This design comes from an exercise in tuning for a short achievable clock period and few clock cycles on the open sky130 flow, not from production work.

==> amber: inputs <==
==> flow/design.v <==
`timescale 1ns/1ps
package riscvPkg;
   localparam int addrWidth = 12;
   localparam logic [6:0] opLui    = 7'b0110111;
   localparam logic [6:0] opJal    = 7'b1101111;
   localparam logic [6:0] opBranch = 7'b1100011;
   localparam logic [6:0] opLoad   = 7'b0000011;
   localparam logic [6:0] opStore  = 7'b0100011;
   localparam logic [6:0] opImm    = 7'b0010011;
   localparam logic [6:0] opReg    = 7'b0110011;
   localparam logic [6:0] opSystem = 7'b1110011;
   localparam logic [3:0] aluAdd   = 4'd0;
   localparam logic [3:0] aluSub   = 4'd1;
   localparam logic [3:0] aluAnd   = 4'd2;
   localparam logic [3:0] aluOr    = 4'd3;
   localparam logic [3:0] aluXor   = 4'd4;
   localparam logic [3:0] aluSlt   = 4'd5;
   localparam logic [3:0] aluSll   = 4'd6;
   localparam logic [3:0] aluSrl   = 4'd7;
   localparam logic [3:0] aluPassB = 4'd8;   
   localparam logic [1:0] rwAlu  = 2'd0;
   localparam logic [1:0] rwMem  = 2'd1;
   localparam logic [1:0] rwLink = 2'd2;
   localparam logic [1:0] fwdNone = 2'd0;
   localparam logic [1:0] fwdMem  = 2'd1;
   localparam logic [1:0] fwdWb   = 2'd2;
   localparam logic [31:0] nopInstr  = 32'h0000_0013;   
   localparam logic [31:0] haltInstr = 32'h0010_0073;   
   typedef union packed {
      struct packed {
         logic [6:0] funct7;
         logic [4:0] rs2;
         logic [4:0] rs1;
         logic [2:0] funct3;
         logic [4:0] rd;
         logic [6:0] opcode;
      } r;
      struct packed {
         logic [11:0] imm;
         logic [4:0]  rs1;
         logic [2:0]  funct3;
         logic [4:0]  rd;
         logic [6:0]  opcode;
      } i;
      struct packed {
         logic [6:0] immHi;
         logic [4:0] rs2;
         logic [4:0] rs1;
         logic [2:0] funct3;
         logic [4:0] immLo;
         logic [6:0] opcode;
      } s;
      struct packed {
         logic       imm12;
         logic [5:0] imm10_5;
         logic [4:0] rs2;
         logic [4:0] rs1;
         logic [2:0] funct3;
         logic [3:0] imm4_1;
         logic       imm11;
         logic [6:0] opcode;
      } b;
      struct packed {
         logic [19:0] imm;
         logic [4:0]  rd;
         logic [6:0]  opcode;
      } u;
      struct packed {
         logic       imm20;
         logic [9:0] imm10_1;
         logic       imm11;
         logic [7:0] imm19_12;
         logic [4:0] rd;
         logic [6:0] opcode;
      } j;
   } instrWord_u;
endpackage
`timescale 1ns/1ps
`timescale 1ns/1ps
`timescale 1ns/1ps
`timescale 1ns/1ps
`timescale 1ns/1ps
module riscvTop (
   input  logic                           CLK,
   input  logic                           RSTn,
   output logic                           iMemCsn,
   output logic [riscvPkg::addrWidth-1:0] iMemAddr,   
   input  logic [31:0]                    iMemData,
   output logic                           dMemCsn,
   output logic [riscvPkg::addrWidth-1:0] dMemAddr,   
   output logic [31:0]                    dMemDout,
   input  logic [31:0]                    dMemData,
   output logic                           dMemWen,
   output logic                           rfWe,
   output logic [4:0]                     rfRa1,
   output logic [4:0]                     rfRa2,
   output logic [4:0]                     rfWa,
   input  logic [31:0]                    rfRd1,
   input  logic [31:0]                    rfRd2,
   output logic [31:0]                    rfWd,
   output logic                           halt,
   output logic [31:0]                    numInst
);
   logic [9:0]  pc;
   logic        stop;
   logic        xValid, xWe, xLdWe, xLoad, xStore, xBr, xBne, xPred, xHalt, xSdW;
   logic [4:0]  xRd;
   logic [9:0]  xAlt;
   logic [31:0] xA, xB, xS;
   logic        fAm, fAw, fBm, fBw, fSm, fSw;
   logic        xSub, selAdd, selSll, selSlt, selXor, selSrl, selOr, selAnd;
   logic        mValid, mWe, mLoad, mStore, mHalt, mSdW;
   logic [4:0]  mRd;
   logic [31:0] mRes, mSd;
   logic        wWe;
   logic [4:0]  wRd;
   logic [31:0] wData;
   logic        haltR;
   logic [31:0] ins;
   logic [6:0]  op;
   logic [4:0]  rs1, rs2, rd;
   logic [2:0]  f3;
   logic        isLui, isJal, isBr, isLd, isSt, isImm, isReg, isSys, isRI;
   logic        useA, useB, useS, writes, predT, stall, goX, mis;
   logic [31:0] immI, immS, immU, bypA, bypB, opB;
   logic [9:0]  pc4, tB, tJ;
   assign ins   = iMemData;
   assign op    = ins[6:0];
   assign rs1   = ins[19:15];
   assign rs2   = ins[24:20];
   assign rd    = ins[11:7];
   assign f3    = ins[14:12];
   assign isLui = (op == riscvPkg::opLui);
   assign isJal = (op == riscvPkg::opJal);
   assign isBr  = (op == riscvPkg::opBranch);
   assign isLd  = (op == riscvPkg::opLoad);
   assign isSt  = (op == riscvPkg::opStore);
   assign isImm = (op == riscvPkg::opImm);
   assign isReg = (op == riscvPkg::opReg);
   assign isSys = (op == riscvPkg::opSystem);
   assign isRI  = isReg || isImm;
   assign useA   = !(isLui || isJal);
   assign useB   = isReg || isBr;
   assign useS   = isSt;
   assign writes = isReg || isImm || isLui || isJal || isLd;
   assign immI = {{20{ins[31]}}, ins[31:20]};
   assign immS = {{20{ins[31]}}, ins[31:25], ins[11:7]};
   assign immU = {ins[31:12], 12'd0};
   assign pc4 = pc + 10'd1;
   assign tB  = pc + {ins[7], ins[30:25], ins[11:9]};
   assign tJ  = pc + {ins[20], ins[30:22]};
   assign predT = isJal || (isBr && ins[31]);
   assign rfRa1 = rs1;
   assign rfRa2 = rs2;
   assign bypA = (wWe && wRd == rs1) ? wData : rfRd1;
   assign bypB = (wWe && wRd == rs2) ? wData : rfRd2;
   assign stall = xLdWe && ((useA && rs1 == xRd) || (useB && rs2 == xRd));
   assign goX   = !stop && !mis && !stall;
   always_comb begin
      if (useB)       opB = bypB;
      else if (isJal) opB = {20'd0, pc4, 2'b00};
      else if (isLui) opB = immU;
      else if (isSt)  opB = immS;
      else            opB = immI;
   end
   assign iMemCsn  = stop;
   assign iMemAddr = {pc, 2'b00};
   always_ff @(posedge CLK) begin
      if (RSTn) begin
         pc   <= 10'd0;
         stop <= 1'b0;
      end else begin
         if (mis)
            pc <= xAlt;
         else if (stall || stop)
            pc <= pc;
         else if (isJal)
            pc <= tJ;
         else if (isBr && ins[31])
            pc <= tB;
         else
            pc <= pc4;
         if (goX && isSys)
            stop <= 1'b1;
      end
   end
   always_ff @(posedge CLK) begin
      if (RSTn) begin
         xValid <= 1'b0;
         xWe    <= 1'b0;
         xLdWe  <= 1'b0;
         xLoad  <= 1'b0;
         xStore <= 1'b0;
         xBr    <= 1'b0;
         xHalt  <= 1'b0;
      end else begin
         xValid <= goX;
         xWe    <= goX && writes && rd != 5'd0;
         xLdWe  <= goX && isLd && rd != 5'd0;
         xLoad  <= goX && isLd;
         xStore <= goX && isSt;
         xBr    <= goX && isBr;
         xHalt  <= goX && isSys;
      end
      xRd    <= rd;
      xBne   <= f3[0];
      xPred  <= ins[31];
      xAlt   <= ins[31] ? pc4 : tB;
      xA     <= useA ? bypA : 32'd0;
      xB     <= opB;
      xS     <= bypB;
      fAm    <= useA && xWe && !xLoad && xRd == rs1;
      fAw    <= useA && mWe && mRd == rs1;
      fBm    <= useB && xWe && !xLoad && xRd == rs2;
      fBw    <= useB && mWe && mRd == rs2;
      fSm    <= useS && xWe && !xLoad && xRd == rs2;
      fSw    <= useS && mWe && mRd == rs2;
      xSdW   <= useS && xLdWe && xRd == rs2;
      xSub   <= (isReg && f3 == 3'b000 && ins[30]) || (isRI && f3 == 3'b010);
      selAdd <= !isRI || f3 == 3'b000;
      selSll <= isRI && f3 == 3'b001;
      selSlt <= isRI && f3 == 3'b010;
      selXor <= isRI && f3 == 3'b100;
      selSrl <= isRI && f3 == 3'b101;
      selOr  <= isRI && f3 == 3'b110;
      selAnd <= isRI && f3 == 3'b111;
   end
   logic [31:0] a, b, s, bx, sum, res;
   logic        lt, eq;
   assign a = fAm ? mRes : fAw ? wData : xA;
   assign b = fBm ? mRes : fBw ? wData : xB;
   assign s = fSm ? mRes : fSw ? wData : xS;
   assign bx  = xSub ? ~b : b;
   assign sum = a + bx + {31'd0, xSub};
   assign lt  = (a[31] ^ b[31]) ? a[31] : sum[31];
   assign eq  = (a == b);
   assign mis = xBr && ((eq ^ xBne) != xPred);
   assign res = ({32{selAdd}} & sum) |
                ({32{selSll}} & (a << b[4:0])) |
                {31'd0, selSlt & lt} |
                ({32{selXor}} & (a ^ b)) |
                ({32{selSrl}} & (a >> b[4:0])) |
                ({32{selOr}}  & (a | b)) |
                ({32{selAnd}} & (a & b));
   always_ff @(posedge CLK) begin
      if (RSTn) begin
         mValid <= 1'b0;
         mWe    <= 1'b0;
         mLoad  <= 1'b0;
         mStore <= 1'b0;
         mHalt  <= 1'b0;
      end else begin
         mValid <= xValid;
         mWe    <= xWe;
         mLoad  <= xLoad;
         mStore <= xStore;
         mHalt  <= xHalt;
      end
      mRd  <= xRd;
      mRes <= res;
      mSd  <= s;
      mSdW <= xSdW;
   end
   assign dMemCsn  = !(mLoad || mStore);
   assign dMemWen  = !mStore;
   assign dMemAddr = mRes[riscvPkg::addrWidth+1:2];
   assign dMemDout = mSdW ? wData : mSd;
   always_ff @(posedge CLK) begin
      if (RSTn) begin
         wWe     <= 1'b0;
         haltR   <= 1'b0;
         numInst <= 32'd0;
      end else begin
         wWe   <= mWe;
         haltR <= haltR || mHalt;
         if (mValid && !haltR)
            numInst <= numInst + 32'd1;   
      end
      wRd   <= mRd;
      wData <= mLoad ? dMemData : mRes;
   end
   assign rfWe = wWe;
   assign rfWa = wRd;
   assign rfWd = wData;
   assign halt = haltR;
endmodule
==> flow/run.sh <==
#!/bin/bash
# synth_recipe.tcl (not shown) runs the flow's synth.tcl, then flattens the netlist and writes it again
# the make line also repeats each setting of config.mk as NAME=value (left out here)
make -C /OpenROAD-flow-scripts/flow DESIGN_CONFIG=/design/flow/config.mk WORK_HOME=/design/flow/orfs CLKGATE_MAP_FILE= SYNTH_SCRIPT=/design/flow/synth_recipe.tcl finish
==> flow/config.mk <==
export PLATFORM = sky130hd
export DESIGN_NAME = riscvTop
export DESIGN_NICKNAME = riscvTop
export VERILOG_FILES = /design/flow/design.v
export SDC_FILE = /design/flow/constraint.sdc
export NUM_CORES = 4
export LEC_CHECK = 0
export ABC_CLOCK_PERIOD_IN_PS = 2500
export CAP_MARGIN = 20
export CORE_MARGIN = 2
export CORE_UTILIZATION = 40
export SETUP_SLACK_MARGIN = 4
export SLEW_MARGIN = 20
export TNS_END_PERCENT = 100
==> flow/constraint.sdc <==
create_clock -name core_clock -period 7.0 [get_ports {CLK}]
set_input_delay 1.4000 -clock core_clock [delete_from_list [all_inputs] [get_ports {CLK}]]
set_output_delay 1.4000 -clock core_clock [all_outputs]
set_load 0.01 [all_outputs]
==> inputs of ember, as changes to amber <==
--- a/flow/design.v
+++ b/flow/design.v
@@ -105,3 +105,6 @@
    logic        stop;
-   logic        xValid, xWe, xLdWe, xLoad, xStore, xBr, xBne, xPred, xHalt, xSdW;
+   logic [31:0] dIns;
+   logic [9:0]  dPc4, dAlt;
+   logic        dValid;
+   logic        xValid, xWe, xLdWe, xLoad, xStore, xBr, xBne, xPred, xHalt;
    logic [4:0]  xRd;
@@ -109,5 +112,5 @@
    logic [31:0] xA, xB, xS;
-   logic        fAm, fAw, fBm, fBw, fSm, fSw;
+   logic        xSdM;
    logic        xSub, selAdd, selSll, selSlt, selXor, selSrl, selOr, selAnd;
-   logic        mValid, mWe, mLoad, mStore, mHalt, mSdW;
+   logic        mValid, mWe, mLoad, mStore, mHalt;
    logic [4:0]  mRd;
@@ -118,2 +121,13 @@
    logic        haltR;
+   logic [31:0] fi;
+   logic        fJal, fPredBr;
+   logic [9:0]  pc4, tB, tJ;
+   assign fi      = iMemData;
+   assign fJal    = (fi[6:0] == riscvPkg::opJal);
+   assign fPredBr = (fi[6:0] == riscvPkg::opBranch) && fi[31];
+   assign pc4 = pc + 10'd1;
+   assign tB  = pc + {fi[7], fi[30:25], fi[11:9]};
+   assign tJ  = pc + {fi[20], fi[30:22]};
+   assign iMemCsn  = stop;
+   assign iMemAddr = {pc, 2'b00};
    logic [31:0] ins;
@@ -123,6 +137,7 @@
    logic        isLui, isJal, isBr, isLd, isSt, isImm, isReg, isSys, isRI;
-   logic        useA, useB, useS, writes, predT, stall, goX, mis;
-   logic [31:0] immI, immS, immU, bypA, bypB, opB;
-   logic [9:0]  pc4, tB, tJ;
-   assign ins   = iMemData;
+   logic        useA, useB, useS, writes, stall, goX, mis;
+   logic [31:0] immI, immS, immU, regA, regB, mVal, fwdA, fwdB, opB;
+   logic        xA1, xB1, mA1, mB1, wA1, wB1;
+   logic [31:0] res;
+   assign ins   = dIns;
    assign op    = ins[6:0];
@@ -148,15 +163,20 @@
    assign immU = {ins[31:12], 12'd0};
-   assign pc4 = pc + 10'd1;
-   assign tB  = pc + {ins[7], ins[30:25], ins[11:9]};
-   assign tJ  = pc + {ins[20], ins[30:22]};
-   assign predT = isJal || (isBr && ins[31]);
    assign rfRa1 = rs1;
    assign rfRa2 = rs2;
-   assign bypA = (wWe && wRd == rs1) ? wData : rfRd1;
-   assign bypB = (wWe && wRd == rs2) ? wData : rfRd2;
-   assign stall = xLdWe && ((useA && rs1 == xRd) || (useB && rs2 == xRd));
-   assign goX   = !stop && !mis && !stall;
+   assign xA1  = xWe && !xLoad && xRd == rs1;
+   assign xB1  = xWe && !xLoad && xRd == rs2;
+   assign mA1  = mWe && mRd == rs1;
+   assign mB1  = mWe && mRd == rs2;
+   assign wA1  = wWe && wRd == rs1;
+   assign wB1  = wWe && wRd == rs2;
+   assign mVal = mLoad ? dMemData : mRes;
+   assign regA = mA1 ? mVal : wA1 ? wData : rfRd1;
+   assign regB = mB1 ? mVal : wB1 ? wData : rfRd2;
+   assign fwdA = xA1 ? res : regA;
+   assign fwdB = xB1 ? res : regB;
+   assign stall = dValid && xLdWe && ((useA && rs1 == xRd) || (useB && rs2 == xRd));
+   assign goX   = dValid && !mis && !stall;
    always_comb begin
-      if (useB)       opB = bypB;
-      else if (isJal) opB = {20'd0, pc4, 2'b00};
+      if (useB)       opB = fwdB;
+      else if (isJal) opB = {20'd0, dPc4, 2'b00};
       else if (isLui) opB = immU;
@@ -165,21 +185,27 @@
    end
-   assign iMemCsn  = stop;
-   assign iMemAddr = {pc, 2'b00};
    always_ff @(posedge CLK) begin
       if (RSTn) begin
-         pc   <= 10'd0;
-         stop <= 1'b0;
+         pc     <= 10'd0;
+         stop   <= 1'b0;
+         dValid <= 1'b0;
       end else begin
-         if (mis)
-            pc <= xAlt;
-         else if (stall || stop)
-            pc <= pc;
-         else if (isJal)
-            pc <= tJ;
-         else if (isBr && ins[31])
-            pc <= tB;
-         else
-            pc <= pc4;
+         if (mis) begin
+            pc     <= xAlt;
+            dValid <= 1'b0;
+         end else if (!stall && !stop) begin
+            if (fJal)
+               pc <= tJ;
+            else if (fPredBr)
+               pc <= tB;
+            else
+               pc <= pc4;
+            dValid <= !(dValid && isSys);
+         end
          if (goX && isSys)
             stop <= 1'b1;
+      end
+      if (!stall) begin
+         dIns <= fi;
+         dPc4 <= pc4;
+         dAlt <= fi[31] ? pc4 : tB;
       end
@@ -207,13 +233,7 @@
       xPred  <= ins[31];
-      xAlt   <= ins[31] ? pc4 : tB;
-      xA     <= useA ? bypA : 32'd0;
+      xAlt   <= dAlt;
+      xA     <= useA ? fwdA : 32'd0;
       xB     <= opB;
-      xS     <= bypB;
-      fAm    <= useA && xWe && !xLoad && xRd == rs1;
-      fAw    <= useA && mWe && mRd == rs1;
-      fBm    <= useB && xWe && !xLoad && xRd == rs2;
-      fBw    <= useB && mWe && mRd == rs2;
-      fSm    <= useS && xWe && !xLoad && xRd == rs2;
-      fSw    <= useS && mWe && mRd == rs2;
-      xSdW   <= useS && xLdWe && xRd == rs2;
+      xS     <= fwdB;
+      xSdM   <= xLdWe && xRd == rs2;   
       xSub   <= (isReg && f3 == 3'b000 && ins[30]) || (isRI && f3 == 3'b010);
@@ -227,7 +247,6 @@
    end
-   logic [31:0] a, b, s, bx, sum, res;
+   logic [31:0] a, b, bx, sum;
    logic        lt, eq;
-   assign a = fAm ? mRes : fAw ? wData : xA;
-   assign b = fBm ? mRes : fBw ? wData : xB;
-   assign s = fSm ? mRes : fSw ? wData : xS;
+   assign a = xA;
+   assign b = xB;
    assign bx  = xSub ? ~b : b;
@@ -260,4 +279,3 @@
       mRes <= res;
-      mSd  <= s;
-      mSdW <= xSdW;
+      mSd  <= xSdM ? dMemData : xS;
    end
@@ -266,3 +284,3 @@
    assign dMemAddr = mRes[riscvPkg::addrWidth+1:2];
-   assign dMemDout = mSdW ? wData : mSd;
+   assign dMemDout = mSd;
    always_ff @(posedge CLK) begin
==> inputs of xenon, as changes to amber <==
--- a/flow/design.v
+++ b/flow/design.v
@@ -105,3 +105,6 @@
    logic        stop;
-   logic        xValid, xWe, xLdWe, xLoad, xStore, xBr, xBne, xPred, xHalt, xSdW;
+   logic [31:0] dIns;
+   logic [9:0]  dPc4, dAlt;
+   logic        dValid;
+   logic        xValid, xWe, xLdWe, xLoad, xStore, xBr, xBne, xPred, xHalt;
    logic [4:0]  xRd;
@@ -109,5 +112,5 @@
    logic [31:0] xA, xB, xS;
-   logic        fAm, fAw, fBm, fBw, fSm, fSw;
+   logic        xSdM;
    logic        xSub, selAdd, selSll, selSlt, selXor, selSrl, selOr, selAnd;
-   logic        mValid, mWe, mLoad, mStore, mHalt, mSdW;
+   logic        mValid, mWe, mLoad, mStore, mHalt;
    logic [4:0]  mRd;
@@ -118,2 +121,13 @@
    logic        haltR;
+   logic [31:0] fi;
+   logic        fJal, fPredBr;
+   logic [9:0]  pc4, tB, tJ;
+   assign fi      = iMemData;
+   assign fJal    = (fi[6:0] == riscvPkg::opJal);
+   assign fPredBr = (fi[6:0] == riscvPkg::opBranch) && fi[31];
+   assign pc4 = pc + 10'd1;
+   assign tB  = pc + {fi[7], fi[30:25], fi[11:9]};
+   assign tJ  = pc + {fi[20], fi[30:22]};
+   assign iMemCsn  = stop;
+   assign iMemAddr = {pc, 2'b00};
    logic [31:0] ins;
@@ -123,6 +137,7 @@
    logic        isLui, isJal, isBr, isLd, isSt, isImm, isReg, isSys, isRI;
-   logic        useA, useB, useS, writes, predT, stall, goX, mis;
-   logic [31:0] immI, immS, immU, bypA, bypB, opB;
-   logic [9:0]  pc4, tB, tJ;
-   assign ins   = iMemData;
+   logic        useA, useB, useS, writes, stall, goX, mis;
+   logic [31:0] immI, immS, immU, regA, regB, mVal, fwdA, fwdB, opB;
+   logic        xA1, xB1, mA1, mB1, wA1, wB1;
+   logic [31:0] res;
+   assign ins   = dIns;
    assign op    = ins[6:0];
@@ -148,15 +163,20 @@
    assign immU = {ins[31:12], 12'd0};
-   assign pc4 = pc + 10'd1;
-   assign tB  = pc + {ins[7], ins[30:25], ins[11:9]};
-   assign tJ  = pc + {ins[20], ins[30:22]};
-   assign predT = isJal || (isBr && ins[31]);
    assign rfRa1 = rs1;
    assign rfRa2 = rs2;
-   assign bypA = (wWe && wRd == rs1) ? wData : rfRd1;
-   assign bypB = (wWe && wRd == rs2) ? wData : rfRd2;
-   assign stall = xLdWe && ((useA && rs1 == xRd) || (useB && rs2 == xRd));
-   assign goX   = !stop && !mis && !stall;
+   assign xA1  = xWe && !xLoad && xRd == rs1;
+   assign xB1  = xWe && !xLoad && xRd == rs2;
+   assign mA1  = mWe && mRd == rs1;
+   assign mB1  = mWe && mRd == rs2;
+   assign wA1  = wWe && wRd == rs1;
+   assign wB1  = wWe && wRd == rs2;
+   assign mVal = mLoad ? dMemData : mRes;
+   assign regA = mA1 ? mVal : wA1 ? wData : rfRd1;
+   assign regB = mB1 ? mVal : wB1 ? wData : rfRd2;
+   assign fwdA = xA1 ? res : regA;
+   assign fwdB = xB1 ? res : regB;
+   assign stall = dValid && xLdWe && ((useA && rs1 == xRd) || (useB && rs2 == xRd));
+   assign goX   = dValid && !mis && !stall;
    always_comb begin
-      if (useB)       opB = bypB;
-      else if (isJal) opB = {20'd0, pc4, 2'b00};
+      if (useB)       opB = fwdB;
+      else if (isJal) opB = {20'd0, dPc4, 2'b00};
       else if (isLui) opB = immU;
@@ -165,19 +185,20 @@
    end
-   assign iMemCsn  = stop;
-   assign iMemAddr = {pc, 2'b00};
    always_ff @(posedge CLK) begin
       if (RSTn) begin
-         pc   <= 10'd0;
-         stop <= 1'b0;
+         pc     <= 10'd0;
+         stop   <= 1'b0;
+         dValid <= 1'b0;
       end else begin
-         if (mis)
-            pc <= xAlt;
-         else if (stall || stop)
-            pc <= pc;
-         else if (isJal)
-            pc <= tJ;
-         else if (isBr && ins[31])
-            pc <= tB;
-         else
-            pc <= pc4;
+         if (mis) begin
+            pc     <= xAlt;
+            dValid <= 1'b0;
+         end else if (!stall && !stop) begin
+            if (fJal)
+               pc <= tJ;
+            else if (fPredBr)
+               pc <= tB;
+            else
+               pc <= pc4;
+            dValid <= !(dValid && isSys);
+         end
          if (goX && isSys)
@@ -185,2 +206,7 @@
       end
+      if (!stall) begin
+         dIns <= fi;
+         dPc4 <= pc4;
+         dAlt <= fi[31] ? pc4 : tB;
+      end
    end
@@ -207,13 +233,7 @@
       xPred  <= ins[31];
-      xAlt   <= ins[31] ? pc4 : tB;
-      xA     <= useA ? bypA : 32'd0;
+      xAlt   <= dAlt;
+      xA     <= useA ? fwdA : 32'd0;
       xB     <= opB;
-      xS     <= bypB;
-      fAm    <= useA && xWe && !xLoad && xRd == rs1;
-      fAw    <= useA && mWe && mRd == rs1;
-      fBm    <= useB && xWe && !xLoad && xRd == rs2;
-      fBw    <= useB && mWe && mRd == rs2;
-      fSm    <= useS && xWe && !xLoad && xRd == rs2;
-      fSw    <= useS && mWe && mRd == rs2;
-      xSdW   <= useS && xLdWe && xRd == rs2;
+      xS     <= fwdB;
+      xSdM   <= xLdWe && xRd == rs2;   
       xSub   <= (isReg && f3 == 3'b000 && ins[30]) || (isRI && f3 == 3'b010);
@@ -227,9 +247,28 @@
    end
-   logic [31:0] a, b, s, bx, sum, res;
+   logic [31:0] a, b, bx, sum;
    logic        lt, eq;
-   assign a = fAm ? mRes : fAw ? wData : xA;
-   assign b = fBm ? mRes : fBw ? wData : xB;
-   assign s = fSm ? mRes : fSw ? wData : xS;
+   assign a = xA;
+   assign b = xB;
    assign bx  = xSub ? ~b : b;
-   assign sum = a + bx + {31'd0, xSub};
+   logic [5:0][31:0] gk;
+   logic [5:0][31:0] pk;
+   assign gk[0] = a & bx;
+   assign pk[0] = a ^ bx;
+   for (genvar l = 0; l < 5; l++) begin : ks
+      for (genvar i = 0; i < 32; i++) begin : kb
+         if (i >= (1 << l)) begin : op
+            assign gk[l+1][i] = gk[l][i] | (pk[l][i] & gk[l][i - (1 << l)]);
+            assign pk[l+1][i] = pk[l][i] & pk[l][i - (1 << l)];
+         end else begin : pass
+            assign gk[l+1][i] = gk[l][i];
+            assign pk[l+1][i] = pk[l][i];
+         end
+      end
+   end
+   logic [31:0] cin;
+   assign cin[0] = xSub;
+   for (genvar i = 1; i < 32; i++) begin : carry
+      assign cin[i] = gk[5][i-1] | (pk[5][i-1] & xSub);
+   end
+   assign sum = pk[0] ^ cin;
    assign lt  = (a[31] ^ b[31]) ? a[31] : sum[31];
@@ -260,4 +299,3 @@
       mRes <= res;
-      mSd  <= s;
-      mSdW <= xSdW;
+      mSd  <= xSdM ? dMemData : xS;
    end
@@ -266,3 +304,3 @@
    assign dMemAddr = mRes[riscvPkg::addrWidth+1:2];
-   assign dMemDout = mSdW ? wData : mSd;
+   assign dMemDout = mSd;
    always_ff @(posedge CLK) begin
==> flow/flow/run.sh (new file) <==
#!/bin/bash
# The standard layout, with the resizer free to change a cell's footprint
# (sky130hd's platform default restricts sizing to same-footprint swaps).
set -euo pipefail
bash standard.sh MATCH_CELL_FOOTPRINT=0 finish > standard.log 2>&1
==> flow/standard.sh (new file) <==
#!/bin/bash
# synth_recipe.tcl (not shown) runs the flow's synth.tcl, then flattens the netlist and writes it again
# the make line also repeats each setting of config.mk as NAME=value (left out here)
make -C /OpenROAD-flow-scripts/flow DESIGN_CONFIG=/design/flow/config.mk WORK_HOME=/design/flow/orfs CLKGATE_MAP_FILE= SYNTH_SCRIPT=/design/flow/synth_recipe.tcl "${@:-finish}"
removed: flow/run.sh
==> impl_metrics.json <==
{
  "coreArea_um2": 53710,
  "fp.dieW_um": 237.0,
  "p_comb_frac": 0.278,
  "skew_ps": 13.73,
  "worst_hold_startpoint": "dAlt[1]",
  "use_met2": 0.5059,
  "synth-edff-count": 52,
  "synth_xor_area_frac": 0.05122,
  "comb-power_uw": 1680,
  "hpwl_um": 65240,
  "irDropWorstVdd_v": 0.0001768,
  "p_seq_uw": 2330,
  "outcome": "complete, no violations",
  "power_per_cell_area_nw_per_um2": 207.9
}
the above is filed under xenon

==> impl_metrics.json <==
{
  "hpwl_um": 70880,
  "skew_ps": 26.23,
  "power_per_cell_area_nw_per_um2": 211.8,
  "outcome": "complete, no violations",
  "synth_xor_area_frac": 0.05218,
  "synth-edff-count": 52,
  "worst_hold_startpoint": "dAlt[1]",
  "use_met2": 0.5500,
  "irDropWorstVdd_v": 0.0001798,
  "comb-power_uw": 1590,
  "p_seq_uw": 2320
}
the above is filed under ember

==> impl_metrics.json <==
{
  "p_seq_uw": 2170,
  "cp-start-kind": "register",
  "outcome": "complete, no violations",
  "fp.dieW_um": 227.5,
  "use_met2": 0.5458,
  "coreArea_um2": 49150,
  "irDropWorstVdd_v": 0.0001826,
  "p_comb_frac": 0.283,
  "synth-edff-count": 0,
  "finalSetupViolCount": 0,
  "power.share.clock": 0.343,
  "synth_xor_area_frac": 0.06029,
  "hpwl_um": 64200,
  "comb-power_uw": 1640
}
the above is filed under amber

No functional check of the RTL was part of any run of this note.

-- port drivers added, routing unchanged --
Ports are ideal in the flow. The routed layouts listed here were re-timed in OpenROAD.
Step 1 (the two cells are an assumption about what drives the block):
set clk [get_ports {CLK}]
set_driving_cell -lib_cell sky130_fd_sc_hd__clkbuf_16 $clk
set_driving_cell -lib_cell sky130_fd_sc_hd__buf_2 [delete_from_list [all_inputs] $clk]
Step 2 adds t to the input delays and takes it off the output delays; t is the mean of the earliest and latest rising clock arrival at the registers after step 1. Input paths then give back, and output paths get back, about the clock's delay inside the block.
a / b / c = ideal ports / drivers / drivers and shift; a / b = the first two.
run	t (ns)	setup WS [ns]	worst hold slack (ns)	worst slew at a driven data input, ns	cell pins on the clock port's net
amber	0.617	3.430 / 3.430 / 3.120	0.326 / 0.326 / 0.326	0.08	1
ember	0.617	3.789 / 3.789 / 3.497	0.340 / 0.340 / 0.340	0.09	1
xenon	0.585	3.707 / 3.707 / 3.376	0.342 / 0.342 / 0.342	0.08	1
After both steps every run listed still meets setup and hold. The setup slack of xenon, which loses most, moves by 0.000 ns with the drivers and by -0.331 ns with both steps.
